What follows belongs to an exercise in optimizing a design on an open flow for small area; a production flow would make more cautious choices. Function was checked by simulation only, so behaviour that the tests miss may differ from the original. The flow treats the clock pin as an ideal source, which a real chip does not have. No activity file was given, so power comes from the tool's default toggle rates.

## run 4
## regfile_sb
module regfile_sb
#(
  parameter int DATA_W = regfile_pkg::DEFAULT_DATA_W,   
  parameter int ADDR_W = regfile_pkg::DEFAULT_ADDR_W,   
  parameter int NREAD  = 2
) (
  input  logic                    clock,
  input  logic                    reset,
  input  logic                    we,
  input  logic [ADDR_W-1:0]       waddr,
  input  logic [DATA_W-1:0]       wdata,
  input  logic [NREAD*ADDR_W-1:0] raddr,
  output logic [NREAD*DATA_W-1:0] rdata,
  input  logic                    busy_set,
  input  logic [ADDR_W-1:0]       busy_addr,
  output logic [NREAD-1:0]        pending,
  output logic                    stall
);
For scale: roughly 3500 cells after synthesis, ~38000 um2 of cells after synthesis.
clock: 7.0 ns
lec_check: 0
cap_margin: 20
core_margin: 2
core_utilization: 45
slew_margin: 20
synth_hierarchical: 1
synth_minimum_keep_size: 0
standard.sh (not shown) runs the stock make flow with config.mk's settings and CLKGATE_MAP_FILE= SYNTH_SCRIPT=/design/flow/synth_recipe.tcl, a recipe that flattens the netlist after the stock synthesis.
==> flow/flow/run.sh <==
#!/bin/bash
# Layout flow: the standard flow (standard.sh: unchanged synthesis,
# floorplan, power grid, placement, CTS and routing) with these changes:
#  - the input and output port buffers are the library's smallest buffer
#    (buf_1) rather than the delay buffer the resizer picks by default;
#  - timing-driven global placement does not keep its trial buffering
#    (GPL_KEEP_OVERFLOW=0); instead pre_resize.tcl sizes the inverters (inv_2) that
#    drive the wide-fanout nets before the usual repair_design;
#  - CTS builds a clustered tree (24 sinks, 100 um) from buf_12 cells, which
#    drive about as well as clkbuf_16 in less area, and adds no dummy loads.
# Runs in the standard flow's work folder; make's full output goes to standard_flow.log,
# and ORFS keeps each step's log under orfs/logs/.
set -euo pipefail
here=$(pwd)
bash standard.sh \
  "BUFFER_PORTS_ARGS=-buffer_cell sky130_fd_sc_hd__buf_1" \
  "GPL_KEEP_OVERFLOW=0" \
  "PRE_RESIZE_TCL=$here/flow/pre_resize.tcl" \
  "CTS_ARGS=-sink_clustering_enable -repair_clock_nets -sink_clustering_size 24 -sink_clustering_max_diameter 100 -buf_list sky130_fd_sc_hd__buf_12 -dont_use_dummy_load" \
  finish > standard_flow.log 2>&1
test -s out/final.def
==> flow/flow/pre_resize.tcl <==
# Before repair_design: give the inverters that drive a wide fanout (the
# read selects, load enables and write bus) the drive they need, so the
# repair does not have to add buffers after them.
set n_up 0
foreach inst [get_cells -filter "ref_name==sky130_fd_sc_hd__inv_1"] {
  set out [get_pins -of_objects $inst -filter "direction==output"]
  set net [get_nets -of_objects $out]
  set fo [llength [get_pins -of_objects $net -filter "direction==input"]]
  if {$fo >= 8} {
    replace_cell $inst sky130_fd_sc_hd__inv_2
    incr n_up
  }
}
puts "pre_resize: upsized $n_up wide-fanout inverters"
Inputs modified between run 4 and run 3:
==> flow/run.sh (new file) <==
#!/bin/bash
# synth_recipe.tcl (not shown) runs the flow's synth.tcl, then flattens the netlist and writes it again
# the make line also repeats each setting of config.mk as NAME=value (left out here)
make -C /OpenROAD-flow-scripts/flow DESIGN_CONFIG=/design/flow/config.mk WORK_HOME=/design/flow/orfs CLKGATE_MAP_FILE= SYNTH_SCRIPT=/design/flow/synth_recipe.tcl finish
-- flow/config.mk --
<<< run 4, line 9
export CORE_MARGIN = 2
export CORE_UTILIZATION = 45
export SLEW_MARGIN = 20
export SYNTH_HIERARCHICAL = 1
>>> run 3, line 9
export CORE_MARGIN = 2
export CORE_UTILIZATION = 45
export CTS_CLUSTER_DIAMETER = 100
export CTS_CLUSTER_SIZE = 24
export SETUP_SLACK_MARGIN = 0.15
export SLEW_MARGIN = 20
export SYNTH_HIERARCHICAL = 1
removed: flow/flow/run.sh
removed: flow/flow/pre_resize.tcl
removed: flow/standard.sh
Findings:
- Cell area was lower in run 4 than in run 3.
- Minimum clock period after layout: run 3 vs run 4 up 0.62 ns
- Between run 3 and run 4, it is run 3 whose total leakage power is higher, by 1.6 nW.
- As far as total CTS buffers goes, run 4 and run 3 are indistinguishable; the numbers are identical.
- Summary of run 3 over run 4: via total after detailed routing went up by 242; total routing usage reported by global routing went down by 1.2 points.
- Run comparison: run 4 slowest cell on the critical path clkinv_2; run 3 slowest cell on the critical path clkdlybuf4s50_1

---

The RTL this note starts from:
==> flow/design.v <==
package regfile_pkg;
  localparam int DEFAULT_DATA_W = 32;
  localparam int DEFAULT_ADDR_W = 5;
  localparam int REG_ZERO       = 0;
endpackage
module regfile_scoreboard
#(
  parameter int DEPTH = 32
) (
  input  logic             clock,
  input  logic [DEPTH-1:1] set_oh,
  input  logic [DEPTH-1:1] ld,
  output logic [DEPTH-1:0] busy
);
  logic [DEPTH-1:1] busy_r;
  always_ff @(posedge clock) begin
    busy_r <= set_oh | (busy_r & ~ld);
  end
  assign busy = {busy_r, 1'b0};
endmodule
module regfile_sb
#(
  parameter int DATA_W = regfile_pkg::DEFAULT_DATA_W,
  parameter int ADDR_W = regfile_pkg::DEFAULT_ADDR_W,
  parameter int NREAD  = 2
) (
  input  logic                    clock,
  input  logic                    reset,
  input  logic                    we,
  input  logic [ADDR_W-1:0]       waddr,
  input  logic [DATA_W-1:0]       wdata,
  input  logic [NREAD*ADDR_W-1:0] raddr,
  output logic [NREAD*DATA_W-1:0] rdata,
  input  logic                    busy_set,
  input  logic [ADDR_W-1:0]       busy_addr,
  output logic [NREAD-1:0]        pending,
  output logic                    stall
);
  localparam int DEPTH = 2**ADDR_W;
  logic              phase_r;
  logic [DATA_W-1:0] mem_r   [DEPTH-1:1];
  logic [DATA_W-1:0] mem_nxt [DEPTH-1:1];
  logic [DEPTH-1:0]  busy_s;
  logic [DEPTH-1:1]  wr_oh;
  logic [DEPTH-1:1]  ld;
  logic [DEPTH-1:1]  ld_n;
  logic [DEPTH-1:1]  set_oh;
  logic [DATA_W-1:0] wbus;
  always_comb begin
    for (int i = 1; i < DEPTH; i++) begin
      wr_oh[i]  = we && (waddr == ADDR_W'(i));
      set_oh[i] = busy_set && !reset && (busy_addr == ADDR_W'(i));
      ld[i]     = reset || wr_oh[i];
      ld_n[i]   = reset || !wr_oh[i];
    end
  end
  assign wbus = wdata ^ {DATA_W{phase_r}};
  always_ff @(posedge clock) begin
    phase_r <= !(phase_r || reset);
  end
  for (genvar i = 1; i < DEPTH; i++) begin : g_word
    rf_word_next #(.W(DATA_W)) u_nxt (
      .q    (mem_r[i]),
      .ld   (ld[i]),
      .ld_n (ld_n[i]),
      .wbus (wbus),
      .d    (mem_nxt[i])
    );
  end
  always_ff @(posedge clock) begin
    for (int i = 1; i < DEPTH; i++) begin
      mem_r[i] <= mem_nxt[i];
    end
  end
  regfile_scoreboard #(
    .DEPTH (DEPTH)
  ) u_scoreboard (
    .clock  (clock),
    .set_oh (set_oh),
    .ld     (ld),
    .busy   (busy_s)
  );
  for (genvar p = 0; p < NREAD; p++) begin : g_port
    logic [DEPTH-1:1] sel;
    logic             flip;
    rf_decode #(.ADDR_W(ADDR_W)) u_dec (
      .addr (raddr[p*ADDR_W +: ADDR_W]),
      .sel  (sel)
    );
    assign flip = phase_r && (raddr[p*ADDR_W +: ADDR_W] != '0);
    for (genvar b = 0; b <= DATA_W; b++) begin : g_bit
      logic [DEPTH-1:1] col;
      logic             out;
      for (genvar i = 1; i < DEPTH; i++) begin : g_col
        if (b < DATA_W) begin : g_d
          assign col[i] = mem_r[i][b];
        end else begin : g_p
          assign col[i] = busy_s[i];
        end
      end
      if (b < DATA_W) begin : g_od
        rf_read_bit #(.DEPTH(DEPTH)) u_rd (
          .sel  (sel),
          .col  (col),
          .flip (flip),
          .out  (out)
        );
        assign rdata[p*DATA_W + b] = out;
      end else begin : g_op
        rf_read_bit #(.DEPTH(DEPTH)) u_rd (
          .sel  (sel),
          .col  (col),
          .flip (1'b0),
          .out  (out)
        );
        assign pending[p] = out;
      end
    end
  end
  assign stall = |pending;
endmodule
module rf_word_next
#(
  parameter int W = 32
) (
  input  logic [W-1:0] q,
  input  logic         ld,
  input  logic         ld_n,
  input  logic [W-1:0] wbus,
  output logic [W-1:0] d
);
  assign d = ~((q | {W{ld}}) & (wbus | {W{ld_n}}));
endmodule
module rf_decode
#(
  parameter int ADDR_W = 5
) (
  input  logic [ADDR_W-1:0]    addr,
  output logic [2**ADDR_W-1:1] sel
);
  always_comb begin
    for (int i = 1; i < 2**ADDR_W; i++) begin
      sel[i] = (addr == ADDR_W'(i));
    end
  end
endmodule
module rf_aoi3 (
  input  logic [2:0] s,
  input  logic [2:0] d,
  output logic       y_n
);
  assign y_n = ~|(s & d);
endmodule
module rf_read_bit
#(
  parameter int DEPTH = 32   
) (
  input  logic [DEPTH-1:1] sel,
  input  logic [DEPTH-1:1] col,
  input  logic             flip,
  output logic             out
);
  logic [10:0] grp_n;
  logic [2:0]  part;
  logic        raw;
  for (genvar g = 0; g < 10; g++) begin : g_grp
    rf_aoi3 u_aoi (
      .s   (sel[3*g+1 +: 3]),
      .d   (col[3*g+1 +: 3]),
      .y_n (grp_n[g])
    );
  end
  rf_nand2 u_lone (.a ({sel[31], col[31]}), .y (grp_n[10]));
  rf_nand4 u_p0 (.a (grp_n[3:0]), .y (part[0]));
  rf_nand4 u_p1 (.a (grp_n[7:4]), .y (part[1]));
  rf_nand3 u_p2 (.a (grp_n[10:8]), .y (part[2]));
  rf_or3   u_fin (.a (part), .y (raw));
  rf_xor2  u_flip (.a (raw), .b (flip), .y (out));
endmodule
module rf_nand4 (
  input  logic [3:0] a,
  output logic       y
);
  assign y = ~&a;
endmodule
module rf_nand2 (
  input  logic [1:0] a,
  output logic       y
);
  assign y = ~&a;
endmodule
module rf_nand3 (
  input  logic [2:0] a,
  output logic       y
);
  assign y = ~&a;
endmodule
module rf_or3 (
  input  logic [2:0] a,
  output logic       y
);
  assign y = |a;
endmodule
module rf_xor2 (
  input  logic a,
  input  logic b,
  output logic y
);
  assign y = a ^ b;
endmodule
==> flow/config.mk <==
export PLATFORM = sky130hd
export DESIGN_NAME = regfile_sb
export DESIGN_NICKNAME = regfile_sb
export VERILOG_FILES = /design/flow/design.v
export SDC_FILE = /design/flow/constraint.sdc
export NUM_CORES = 8
export LEC_CHECK = 0
export CAP_MARGIN = 20
export CORE_MARGIN = 2
export CORE_UTILIZATION = 45
export CTS_CLUSTER_DIAMETER = 100
export CTS_CLUSTER_SIZE = 24
export SLEW_MARGIN = 20
export SYNTH_HIERARCHICAL = 1
export SYNTH_MINIMUM_KEEP_SIZE = 0
==> flow/constraint.sdc <==
create_clock -name core_clock -period 7.0 [get_ports {clock}]
set_input_delay 1.4000 -clock core_clock [delete_from_list [all_inputs] [get_ports {clock}]]
set_output_delay 1.4000 -clock core_clock [all_outputs]
set_load 0.01 [all_outputs]
==> flow/flow/run.sh <==
#!/bin/bash
# Layout flow: the standard flow (standard.sh: unchanged synthesis,
# floorplan, power grid, placement, CTS and routing) with three changes:
#  - the input and output port buffers are the library's smallest buffer
#    (buf_1) rather than the delay buffer the resizer picks by default;
#  - CTS builds the same clustered tree (24 sinks, 100 um) without dummy
#    loads;
#  - after CTS, post_cts.tcl downsizes cells on paths with timing slack.
# Runs in the standard flow's work folder; make's full output goes to standard_flow.log,
# and ORFS keeps each step's log under orfs/logs/.
set -euo pipefail
here=$(pwd)
bash standard.sh \
  "BUFFER_PORTS_ARGS=-buffer_cell sky130_fd_sc_hd__buf_1" \
  "CTS_ARGS=-sink_clustering_enable -repair_clock_nets -sink_clustering_size 24 -sink_clustering_max_diameter 100 -dont_use_dummy_load" \
  "POST_CTS_TCL=$here/flow/post_cts.tcl" \
  finish > standard_flow.log 2>&1
test -s out/final.def
==> flow/flow/post_cts.tcl <==
# Area recovery after CTS: downsize cells on paths with timing slack
# (repair_timing's power recovery), then legalize the placement again.
estimate_parasitics -placement
repair_timing -recover_power 100 -setup_margin 0.3 -verbose
detailed_placement
check_placement -verbose
estimate_parasitics -placement
report_design_area
Rerun with:
==> flow/run.sh (new file) <==
#!/bin/bash
# synth_recipe.tcl (not shown) runs the flow's synth.tcl, then flattens the netlist and writes it again
# the make line also repeats each setting of config.mk as NAME=value (left out here)
make -C /OpenROAD-flow-scripts/flow DESIGN_CONFIG=/design/flow/config.mk WORK_HOME=/design/flow/orfs CLKGATE_MAP_FILE= SYNTH_SCRIPT=/design/flow/synth_recipe.tcl finish
Settings changed: SETUP_SLACK_MARGIN set to 0.15.
removed: flow/flow/run.sh
removed: flow/flow/post_cts.tcl
removed: flow/standard.sh
Critical path depth came out lower by 3.
Setup slack gets worse by 0.69 ns.
First-iteration DRC count came out lower by a little under a tenth.
Rerun with:
==> flow/flow/run.sh (new file) <==
#!/bin/bash
# Layout flow: the standard flow (standard.sh, unchanged synthesis,
# floorplan, power grid, placement, CTS and routing), except that the
# input and output port buffers are the library's smallest buffer (buf_1)
# rather than the delay buffer the resizer picks by default.
# Runs in the standard flow's work folder; make's full output goes to standard_flow.log,
# and ORFS keeps each step's log under orfs/logs/.
set -euo pipefail
bash standard.sh "BUFFER_PORTS_ARGS=-buffer_cell sky130_fd_sc_hd__buf_1" finish > standard_flow.log 2>&1
test -s out/final.def
==> flow/standard.sh (new file) <==
#!/bin/bash
# synth_recipe.tcl (not shown) runs the flow's synth.tcl, then flattens the netlist and writes it again
# the make line also repeats each setting of config.mk as NAME=value (left out here)
make -C /OpenROAD-flow-scripts/flow DESIGN_CONFIG=/design/flow/config.mk WORK_HOME=/design/flow/orfs CLKGATE_MAP_FILE= SYNTH_SCRIPT=/design/flow/synth_recipe.tcl "${@:-finish}"
Settings changed: SETUP_SLACK_MARGIN 0.15 to not set.
removed: flow/run.sh
After rerunning:
- cell area drops by 2.7%
- fmax climbs by 12%
- total power goes down by 1.3%
- first-iteration DRC count grows by 13%
- via count is higher by 0.60%
- hold slack stays flat
- wire length is about the same
- die area is unchanged
- clock-buffer cell count rises by 1

separate check: timing with driven ports:
How much do the figures lean on ideal ports? The routed layouts below were timed once more, with nothing changed but the port constraints.
Step 1 assumes that a clkbuf_16 drives the clock port and a buf_2 every other input.
Step 2 adds t to the input delays and takes it off the output delays; t is the mean of the earliest and latest rising clock arrival at the registers after step 1. Input paths then give back, and output paths get back, about the clock's delay inside the block.
Three values: ideal ports, drivers, drivers and shift; two values: the first two.
| run | t, ns | slack for setup (ns) | worst register clock-pin slew, ns |
|---|---|---|---|
| run 4 | 0.652 | 0.772 / 0.681 / 0.681 | 0.11 / 0.11 |
| run 3 | 0.716 | 0.150 / 0.127 / 0.127 | 0.11 / 0.11 |
| the first run of note 2 | 0.712 | 0.828 / 0.804 / 0.804 | 0.11 / 0.11 |
| the second run of note 2 | 0.723 | 0.137 / 0.109 / 0.109 | 0.11 / 0.11 |
| the third run of note 2 | 0.721 | 0.892 / 0.866 / 0.866 | 0.11 / 0.11 |
After both steps every run listed still meets setup and hold. For run 4, which loses most, drivers alone change the setup slack by -0.091 ns; drivers and shift together by -0.091 ns.
